This is an optimization exercise on Yosys and OpenROAD, whose aim is small area, not a production implementation. The RTL was checked by simulation tests, not by an equivalence proof against the original design. Power is estimated from default activity; no workload was simulated.

==> inputs of run A <==
Design rv_core, start of the top module:
module rv_core (
    input  logic        clock,
    input  logic        reset,
    input  logic [31:0] insn,
    output logic [31:0] pc,
    output logic [31:0] probe_pc,
    output logic [31:0] probe_alu_res,
    output logic        probe_br_taken
);
clock: 11.0 ns
lec_check: 0
cap_margin: 20
core_margin: 2
core_utilization: 40
setup_slack_margin: 0.3
slew_margin: 20
synth_hierarchical: 1
run.sh (not shown) runs the stock make flow with config.mk's settings and CLKGATE_MAP_FILE= SYNTH_SCRIPT=/design/flow/synth_recipe.tcl, a recipe that flattens the netlist after the stock synthesis.
==> run F: changes against run A <==
--- a/flow/design.v
+++ b/flow/design.v
@@ -112,12 +112,12 @@
     logic [31:0] rf [1:31];
     logic [31:1] sel1, sel2, wen, wen_n;
     logic [31:0] r1, r2, wd;
     always_comb begin
         for (int i = 1; i < 32; i++) begin
-            sel1[i]  = rd1_en & (rs1 == 5'(i));
-            sel2[i]  = rd2_en & (rs2 == 5'(i));
+            sel1[i]  = (rs1 == 5'(i));
+            sel2[i]  = (rs2 == 5'(i));
             wen[i]   = we & (rd == 5'(i));
             wen_n[i] = ~wen[i];
         end
     end
     for (genvar i = 1; i < 32; i++) begin : g_rf
@@ -138,12 +138,12 @@
             rf_aoi3 u_a (.d(col[3*k+3:3*k+1]), .s(sel1[3*k+3:3*k+1]), .y(n1[k]));
             rf_aoi3 u_b (.d(col[3*k+3:3*k+1]), .s(sel2[3*k+3:3*k+1]), .y(n2[k]));
         end
         assign n1[10] = ~(col[31] & sel1[31]);
         assign n2[10] = ~(col[31] & sel2[31]);
-        assign r1[j] = ~&n1;
-        assign r2[j] = ~&n2;
+        assign r1[j] = rd1_en & ~&n1;
+        assign r2[j] = rd2_en & ~&n2;
     end
     logic        imm_i_en;
     logic [31:0] imm_a, a, b, bx, p, g, c, x, lu, shr_out, sh_out;
     logic        sub, c32, lt_s, lt_u, eq, shl, fill;
     logic        sh_sel, slt_sel, xor_sel, or_sel, and_sel;
==> flow/flow/run.sh (new file) <==
#!/bin/bash
# Standard ORFS layout, with two changes passed to its scripts through the
# environment: clock tree synthesis without dummy loads, and small port buffers.
set -euo pipefail
export CTS_ARGS="-sink_clustering_enable -repair_clock_nets -dont_use_dummy_load -sink_clustering_size 14 -sink_clustering_max_diameter 50 -buf_list {sky130_fd_sc_hd__clkbuf_8 sky130_fd_sc_hd__clkbuf_16}"
export BUFFER_PORTS_ARGS="-buffer_cell sky130_fd_sc_hd__buf_2"
bash standard.sh synth > synth.log 2>&1
bash standard.sh > layout.log 2>&1
==> flow/standard.sh (new file) <==
#!/bin/bash
# synth_recipe.tcl (not shown) runs the flow's synth.tcl, then flattens the netlist and writes it again
# the make line also repeats each setting of config.mk as NAME=value (left out here)
make -C /OpenROAD-flow-scripts/flow DESIGN_CONFIG=/design/flow/config.mk WORK_HOME=/design/flow/orfs CLKGATE_MAP_FILE= SYNTH_SCRIPT=/design/flow/synth_recipe.tcl "${@:-finish}"
--- a/flow/config.mk
+++ b/flow/config.mk
@@ -5,9 +5,10 @@
 export SDC_FILE = /design/flow/constraint.sdc
 export NUM_CORES = 4
 export LEC_CHECK = 0
 export CAP_MARGIN = 20
 export CORE_MARGIN = 2
-export CORE_UTILIZATION = 40
-export SETUP_SLACK_MARGIN = 0.3
+export CORE_UTILIZATION = 45
+export GPL_TIMING_DRIVEN = 0
+export SETUP_SLACK_MARGIN = 0.4
 export SLEW_MARGIN = 20
 export SYNTH_HIERARCHICAL = 1
removed: flow/run.sh
==> results by group <==
Outcome
  – Status: no timing/DRC/antenna violations

Power and ir drop
  – Worst VDD drop: 0.142 mV
  – Pwr dens: 125 nW/um2
  – Pwr Total: 7.30 mW

Placed design
  – Placement-stage cell area: 55000 um2

Critical path
  – Worst reg2reg endpoint: rf[17][0]$_DFF_P_
  – Reg2Reg Setup Slack: 4.66 ns
  – Setup crit end: probe_br_taken

Die
  – Die width: 328 um

Cells and area
  – Finished Layout Cells: 6165
  – Number of clock-tree buffers in the layout: 108

Detailed routing
  – Vias: 48100
  – DRT Pass-1 Iters: 17
# the run above: run F

==> results by group <==
Power and ir drop
  – Pwr Total: 7.91 mW
  – Pwr dens: 125 nW/um2
  – Worst VDD drop: 0.149 mV

Cells and area
  – Finished Layout Cells: 7036
  – Number of clock-tree buffers in the layout: 156

Detailed routing
  – DRT Pass-1 Iters: 14
  – Vias: 50500

Die
  – Die width: 348 um

Outcome
  – Status: no timing/DRC/antenna violations

Critical path
  – Setup crit end: probe_alu_res[0]
  – Reg2Reg Setup Slack: 4.48 ns
# the run above: run A


==> inputs of v30 <==
==> flow/design.v <==
package rv_isa_pkg;
    localparam int xlen           = 32;  
    localparam int reg_addr_width = 5;   
    localparam int opcode_width   = 7;
    localparam int funct3_width   = 3;
    localparam int funct7_width   = 7;
    localparam int shamt_width    = 5;   
    typedef enum logic [opcode_width-1:0] {
        op     = 7'b0110011,  
        op_imm = 7'b0010011,  
        load   = 7'b0000011,
        store  = 7'b0100011,
        branch = 7'b1100011,
        jal    = 7'b1101111,
        jalr   = 7'b1100111,
        lui    = 7'b0110111,
        auipc  = 7'b0010111
    } opcode_e;
    typedef enum logic [funct3_width-1:0] {
        beq  = 3'b000,
        bne  = 3'b001,
        blt  = 3'b100,  
        bge  = 3'b101,  
        bltu = 3'b110,
        bgeu = 3'b111
    } funct3_e;
    typedef struct packed {
        opcode_e                   opcode;
        logic [reg_addr_width-1:0] rd;
        logic [funct3_width-1:0]   funct3;
        logic [reg_addr_width-1:0] rs1;
        logic [reg_addr_width-1:0] rs2;
        logic [funct7_width-1:0]   funct7;
        logic [shamt_width-1:0]    shamt;   
        logic [xlen-1:0]           imm;     
    } decoded_insn_t;
endpackage
package core_pkg;
    typedef logic [31:0] word_t;
    localparam word_t reset_pc = 32'h0100_0000;  
    localparam word_t pc_step  = 32'd4;          
    typedef enum logic [3:0] {
        add    = 4'd0,
        sub    = 4'd1,
        and_op = 4'd2,
        or_op  = 4'd3,
        xor_op = 4'd4,
        sll    = 4'd5,
        srl    = 4'd6,
        sra    = 4'd7,
        slt    = 4'd8,
        sltu   = 4'd9,
        pass_b = 4'd10  
    } alu_op_e;
    typedef struct packed {
        logic                                enable;
        logic [4:0] dest;
        word_t                               data;
    } rf_write_t;
    typedef struct packed {
        word_t pc;
        word_t alu_res;
        logic  br_taken;
    } exec_probe_t;
endpackage
module rv_core (
    input  logic        clock,
    input  logic        reset,
    input  logic [31:0] insn,
    output logic [31:0] pc,
    output logic [31:0] probe_pc,
    output logic [31:0] probe_alu_res,
    output logic        probe_br_taken
);
    logic [6:0] opc;
    logic [4:0] rd, rs1, rs2;
    logic [2:0] f3;
    logic       f7b;
    assign opc = insn[6:0];
    assign rd  = insn[11:7];
    assign f3  = insn[14:12];
    assign rs1 = insn[19:15];
    assign rs2 = insn[24:20];
    assign f7b = insn[30];
    logic is_op, is_opi, is_lui, is_aui, is_jal, is_jalr, is_br, is_ld, is_st;
    assign is_op   = (opc == 7'b0110011);
    assign is_opi  = (opc == 7'b0010011);
    assign is_lui  = (opc == 7'b0110111);
    assign is_aui  = (opc == 7'b0010111);
    assign is_jal  = (opc == 7'b1101111);
    assign is_jalr = (opc == 7'b1100111);
    assign is_br   = (opc == 7'b1100011);
    assign is_ld   = (opc == 7'b0000011);
    assign is_st   = (opc == 7'b0100011);
    logic rd1_en, rd2_en, op_rsv, alu_mode, we, link, pc_sel;
    assign rd1_en   = is_op | is_opi | is_jalr | is_br | is_ld | is_st;
    assign rd2_en   = is_op | is_br | is_st;
    assign op_rsv   = f7b & (f3 != 3'b000) & (f3 != 3'b101);
    assign alu_mode = is_opi | (is_op & ~op_rsv);
    assign we       = alu_mode | is_lui | is_aui | is_jal | is_jalr;
    assign link     = is_jal | is_jalr;
    assign pc_sel   = is_aui | is_jal | is_br;
    logic [31:2] pc_q;
    logic [31:2] pc_inc;
    assign pc_inc = pc_q + 30'd1;
    always_ff @(posedge clock) begin
        if (reset) pc_q <= 30'h0040_0000;
        else       pc_q <= pc_inc;
    end
    assign pc       = {pc_q, 2'b00};
    assign probe_pc = {pc_q, 2'b00};
    logic [31:0] rf [1:31];
    logic [31:1] sel1, sel2, wen, wen_n;
    logic [31:0] r1, r2, wd;
    always_comb begin
        for (int i = 1; i < 32; i++) begin
            sel1[i]  = (rs1 == 5'(i));
            sel2[i]  = (rs2 == 5'(i));
            wen[i]   = we & (rd == 5'(i));
            wen_n[i] = ~wen[i];
        end
    end
    for (genvar i = 1; i < 32; i++) begin : g_rf
        logic [31:0] d;
        for (genvar j = 0; j < 32; j++) begin : g_bit
            rf_wbit u_w (.q(rf[i][j]), .wd(wd[j]), .en(wen[i]), .en_n(wen_n[i]), .d(d[j]));
        end
        always_ff @(posedge clock) rf[i] <= d;
    end
    for (genvar j = 0; j < 32; j++) begin : g_rd
        logic [31:0] col;
        logic [10:0] n1, n2;
        assign col[0] = 1'b0;
        for (genvar i = 1; i < 32; i++) begin : g_col
            assign col[i] = rf[i][j];
        end
        for (genvar k = 0; k < 10; k++) begin : g_t
            rf_aoi3 u_a (.d(col[3*k+3:3*k+1]), .s(sel1[3*k+3:3*k+1]), .y(n1[k]));
            rf_aoi3 u_b (.d(col[3*k+3:3*k+1]), .s(sel2[3*k+3:3*k+1]), .y(n2[k]));
        end
        assign n1[10] = ~(col[31] & sel1[31]);
        assign n2[10] = ~(col[31] & sel2[31]);
        assign r1[j] = rd1_en & ~&n1;
        assign r2[j] = rd2_en & ~&n2;
    end
    logic        imm_i_en;
    logic [31:0] imm_a, a, b, bx, p, g, c, x, lu, shr_out, sh_out;
    logic        sub, c32, lt_s, lt_u, eq, shl, fill;
    logic        sh_sel, slt_sel, xor_sel, or_sel, and_sel;
    assign imm_i_en = is_opi | is_jalr;
    assign imm_a[31:12] = is_lui ? insn[31:12] : {20{insn[31] & imm_i_en}};
    assign imm_a[11:0]  = insn[31:20] & {12{imm_i_en}};
    assign a = r1;
    assign b = r2 | imm_a;
    assign sh_sel  = alu_mode & (f3[1:0] == 2'b01);
    assign slt_sel = alu_mode & (f3[2:1] == 2'b01);
    assign xor_sel = alu_mode & (f3 == 3'b100);
    assign or_sel  = alu_mode & (f3 == 3'b110);
    assign and_sel = alu_mode & (f3 == 3'b111);
    assign sub = (is_op & f7b & (f3 == 3'b000)) | slt_sel | is_br;
    assign bx  = b ^ {32{sub}};
    assign p   = a ^ bx;
    assign g   = a & bx;
    add_carry #(.N(32)) u_add (.p(p), .g(g), .cin(sub), .c(c), .cout(c32));
    assign x  = (c & {32{~(xor_sel | or_sel | and_sel)}})
              | (g & {32{or_sel}})
              | ((a | bx) & {32{and_sel}});
    assign lu = p ^ x;
    assign lt_u = ~c32;
    assign lt_s = (a[31] & ~b[31]) | (~(a[31] ^ b[31]) & lu[31]);
    assign eq   = &p;
    logic [31:0] sv0, sv1, sv2, sv3, sv4, sv5;
    logic [31:0] a_rev;
    logic        fill_n;
    assign shl    = ~f3[2];
    assign fill   = f7b & a[31] & ~shl;
    assign fill_n = ~fill;
    always_comb begin
        for (int i = 0; i < 32; i++) a_rev[i] = a[31-i];
    end
    for (genvar i = 0; i < 32; i++) begin : g_sh
        mux2i_c u0 (.a0(a[i]), .a1(a_rev[i]), .s(shl), .y(sv0[i]));
        mux2i_c u1 (.a0(sv0[i]), .a1(i + 16 < 32 ? sv0[(i + 16) % 32] : fill_n), .s(b[4]), .y(sv1[i]));
        mux2i_c u2 (.a0(sv1[i]), .a1(i + 8 < 32 ? sv1[(i + 8) % 32] : fill), .s(b[3]), .y(sv2[i]));
        mux2i_c u3 (.a0(sv2[i]), .a1(i + 4 < 32 ? sv2[(i + 4) % 32] : fill_n), .s(b[2]), .y(sv3[i]));
        mux2i_c u4 (.a0(sv3[i]), .a1(i + 2 < 32 ? sv3[(i + 2) % 32] : fill), .s(b[1]), .y(sv4[i]));
        mux2i_c u5 (.a0(sv4[i]), .a1(i + 1 < 32 ? sv4[(i + 1) % 32] : fill_n), .s(b[0]), .y(sv5[i]));
    end
    assign shr_out = sv5;
    always_comb begin
        for (int i = 0; i < 32; i++) sh_out[i] = shr_out[31-i];
    end
    logic [31:0] imm_u, imm_j, imm_b, imm_p, pc_sum;
    logic [31:2] pp, pg, pcc;
    logic        pc_co;
    assign imm_u = {insn[31:12], 12'b0};
    assign imm_j = {{12{insn[31]}}, insn[19:12], insn[20], insn[30:21], 1'b0};
    assign imm_b = {{20{insn[31]}}, insn[7], insn[30:25], insn[11:8], 1'b0};
    assign imm_p = insn[3] ? imm_j : (insn[2] ? imm_u : imm_b);
    assign pp = pc_q ^ imm_p[31:2];
    assign pg = pc_q & imm_p[31:2];
    add_carry #(.N(30)) u_pcadd (.p(pp), .g(pg), .cin(1'b0), .c(pcc), .cout(pc_co));
    assign pc_sum = {pp ^ pcc, imm_p[1:0]};
    logic [31:0] res;
    logic        br_cond, lu_sel;
    assign lu_sel = ~(pc_sel | sh_sel | slt_sel);
    assign res = (pc_sum & {32{pc_sel}})
               | (shr_out & {32{sh_sel & ~shl}})
               | (sh_out & {32{sh_sel & shl}})
               | (lu & {32{lu_sel}})
               | {31'd0, slt_sel & (f3[0] ? lt_u : lt_s)};
    assign wd  = link ? {pc_inc, 2'b00} : res;
    always_comb begin
        case (f3)
            3'b000:  br_cond = eq;
            3'b001:  br_cond = ~eq;
            3'b100:  br_cond = lt_s;
            3'b101:  br_cond = ~lt_s;
            3'b110:  br_cond = lt_u;
            3'b111:  br_cond = ~lt_u;
            default: br_cond = 1'b0;
        endcase
    end
    assign probe_alu_res  = res;
    assign probe_br_taken = is_br & br_cond;
endmodule
module rf_wbit (
    input  logic q,
    input  logic wd,
    input  logic en,
    input  logic en_n,
    output logic d
);
    assign d = (q & en_n) | (wd & en);
endmodule
module rf_aoi3 (
    input  logic [2:0] d,
    input  logic [2:0] s,
    output logic       y
);
    assign y = ~|(d & s);
endmodule
module add_carry #(
    parameter int N = 32,
    parameter int L = 5
) (
    input  logic [N-1:0] p,
    input  logic [N-1:0] g,
    input  logic         cin,
    output logic [N-1:0] c,
    output logic         cout
);
    logic [N-1:0] gg, pp;
    always_comb begin
        gg = g;
        pp = p;
        gg[0] = g[0] | (p[0] & cin);
        for (int l = 1; l <= L; l++) begin
            for (int i = 0; i < N; i++) begin
                if (((i + 1) % (1 << l)) == 0) begin
                    gg[i] = gg[i] | (pp[i] & gg[i - (1 << (l - 1))]);
                    pp[i] = pp[i] & pp[i - (1 << (l - 1))];
                end
            end
        end
        for (int l = L - 1; l >= 1; l--) begin
            for (int i = 0; i < N; i++) begin
                if (i >= (1 << l) && ((i + 1) % (1 << l)) == (1 << (l - 1))) begin
                    gg[i] = gg[i] | (pp[i] & gg[i - (1 << (l - 1))]);
                    pp[i] = pp[i] & pp[i - (1 << (l - 1))];
                end
            end
        end
    end
    assign c    = {gg[N-2:0], cin};
    assign cout = gg[N-1];
endmodule
module mux2i_c (
    input  logic a0,
    input  logic a1,
    input  logic s,
    output logic y
);
    assign y = ~(s ? a1 : a0);
endmodule
==> flow/flow/run.sh <==
#!/bin/bash
# Standard ORFS layout, with two changes passed to its scripts through the
# environment: clock tree synthesis without dummy loads, and small port buffers.
set -euo pipefail
export CTS_ARGS="-sink_clustering_enable -repair_clock_nets -dont_use_dummy_load -sink_clustering_size 14 -sink_clustering_max_diameter 40 -buf_list {sky130_fd_sc_hd__clkbuf_8}"
export BUFFER_PORTS_ARGS="-buffer_cell sky130_fd_sc_hd__buf_2"
bash standard.sh synth > synth.log 2>&1
bash standard.sh > layout.log 2>&1
==> flow/standard.sh <==
#!/bin/bash
# synth_recipe.tcl (not shown) runs the flow's synth.tcl, then flattens the netlist and writes it again
# the make line also repeats each setting of config.mk as NAME=value (left out here)
make -C /OpenROAD-flow-scripts/flow DESIGN_CONFIG=/design/flow/config.mk WORK_HOME=/design/flow/orfs CLKGATE_MAP_FILE= SYNTH_SCRIPT=/design/flow/synth_recipe.tcl "${@:-finish}"
==> flow/config.mk <==
export PLATFORM = sky130hd
export DESIGN_NAME = rv_core
export DESIGN_NICKNAME = rv_core
export VERILOG_FILES = /design/flow/design.v
export SDC_FILE = /design/flow/constraint.sdc
export NUM_CORES = 4
export LEC_CHECK = 0
export CAP_MARGIN = 20
export CORE_MARGIN = 2
export CORE_UTILIZATION = 45
export GPL_TIMING_DRIVEN = 0
export SETUP_SLACK_MARGIN = 0.3
export SLEW_MARGIN = 20
export SYNTH_HIERARCHICAL = 1
==> flow/constraint.sdc <==
create_clock -name core_clock -period 11.0 [get_ports {clock}]
set_input_delay 2.2000 -clock core_clock [delete_from_list [all_inputs] [get_ports {clock}]]
set_output_delay 2.2000 -clock core_clock [all_outputs]
set_load 0.01 [all_outputs]
==> v36: changes against v30 <==
==> flow/run.sh (new file) <==
#!/bin/bash
# synth_recipe.tcl (not shown) runs the flow's synth.tcl, then flattens the netlist and writes it again
# the make line also repeats each setting of config.mk as NAME=value (left out here)
make -C /OpenROAD-flow-scripts/flow DESIGN_CONFIG=/design/flow/config.mk WORK_HOME=/design/flow/orfs CLKGATE_MAP_FILE= SYNTH_SCRIPT=/design/flow/synth_recipe.tcl finish
- CAP_MARGIN: 20 -> 10
- CORE_UTILIZATION: 45 -> 55
- CTS_BUF_LIST: default -> sky130_fd_sc_hd__clkbuf_4 sky130_fd_sc_hd__clkbuf_8
- SETUP_SLACK_MARGIN: 0.3 -> 0.1
- SLEW_MARGIN: 20 -> 10
removed: flow/flow/run.sh
removed: flow/standard.sh
==> qor summary <==
RSZ-0062 raised after global routing: v36 true; v30 false
Fraction of area in registers: v36 34.39%; v30 35.46%
Worst hold path endpoint: v36 rf[2][20]; v30 rf[8][15]
Run status: v36 complete, but fails checks; v30 no timing/DRC/antenna violations
Violated checks: v36 setup timing; v30 -
Crit-path max FO: v36 22; v30 10
Overall die height: v36 297.3 um; v30 328.3 um
Int Pwr: v36 0.005863 W; v30 0.004975 W
Met3 global-route usage: v36 23.82%; v30 13.61%
Met2 GRT Util: v36 71.78%; v30 59.80%
Critical Path Sink: v36 probe_alu_res[19]; v30 probe_br_taken
Via density per instance: v36 8.143; v30 7.809
Maximum vdd drop: v36 0.0001443 V; v30 0.0001089 V
Post-layout util: v36 69.76%; v30 55.51%
Clock network area share: v36 6.215%; v30 3.315%
Total Negative Setup Slacks: v36 -0.04419 ns; v30 0 ns
Number of clock buffers in the layout: v36 263; v30 139
Final-layout fill cell count: v36 6497; v30 9049

[what the ideal ports hide]
The results above use ideal ports. As a check the final layouts listed here were re-extracted and re-timed, cells and wires unchanged.
Step 1 sets driving cells, clkbuf_16 on the clock port and buf_2 on the other inputs (assumed; they add their load-dependent delay and slew).
Step 2 adds t to the input delays and takes it off the output delays; t is the mean of the earliest and latest rising clock arrival at the registers after step 1. Input paths then give back, and output paths get back, about the clock's delay inside the block.
Three values: no drivers, after step 1, after step 2; two values: the first two.
run | shift t [ns] | setup slack, ns | worst hold slack (ns) | worst setup path after step 2 | latest minus earliest clock arrival (ns)
run A | 0.795 | 0.218 / 0.184 / 0.184 | 0.511 / 0.511 / 0.511 | input to output | 0.062 / 0.063
run F | 0.760 | 0.281 / 0.251 / 0.251 | 0.506 / 0.506 / 0.506 | input to output | 0.086 / 0.086
v30 | 0.918 | 0.357 / 0.325 / 0.325 | 0.509 / 0.509 / 0.509 | input to output | 0.097 / 0.097
v36 | 0.963 | -0.022 / -0.056 / -0.056 | 0.512 / 0.512 / 0.512 | input to output | 0.063 / 0.063
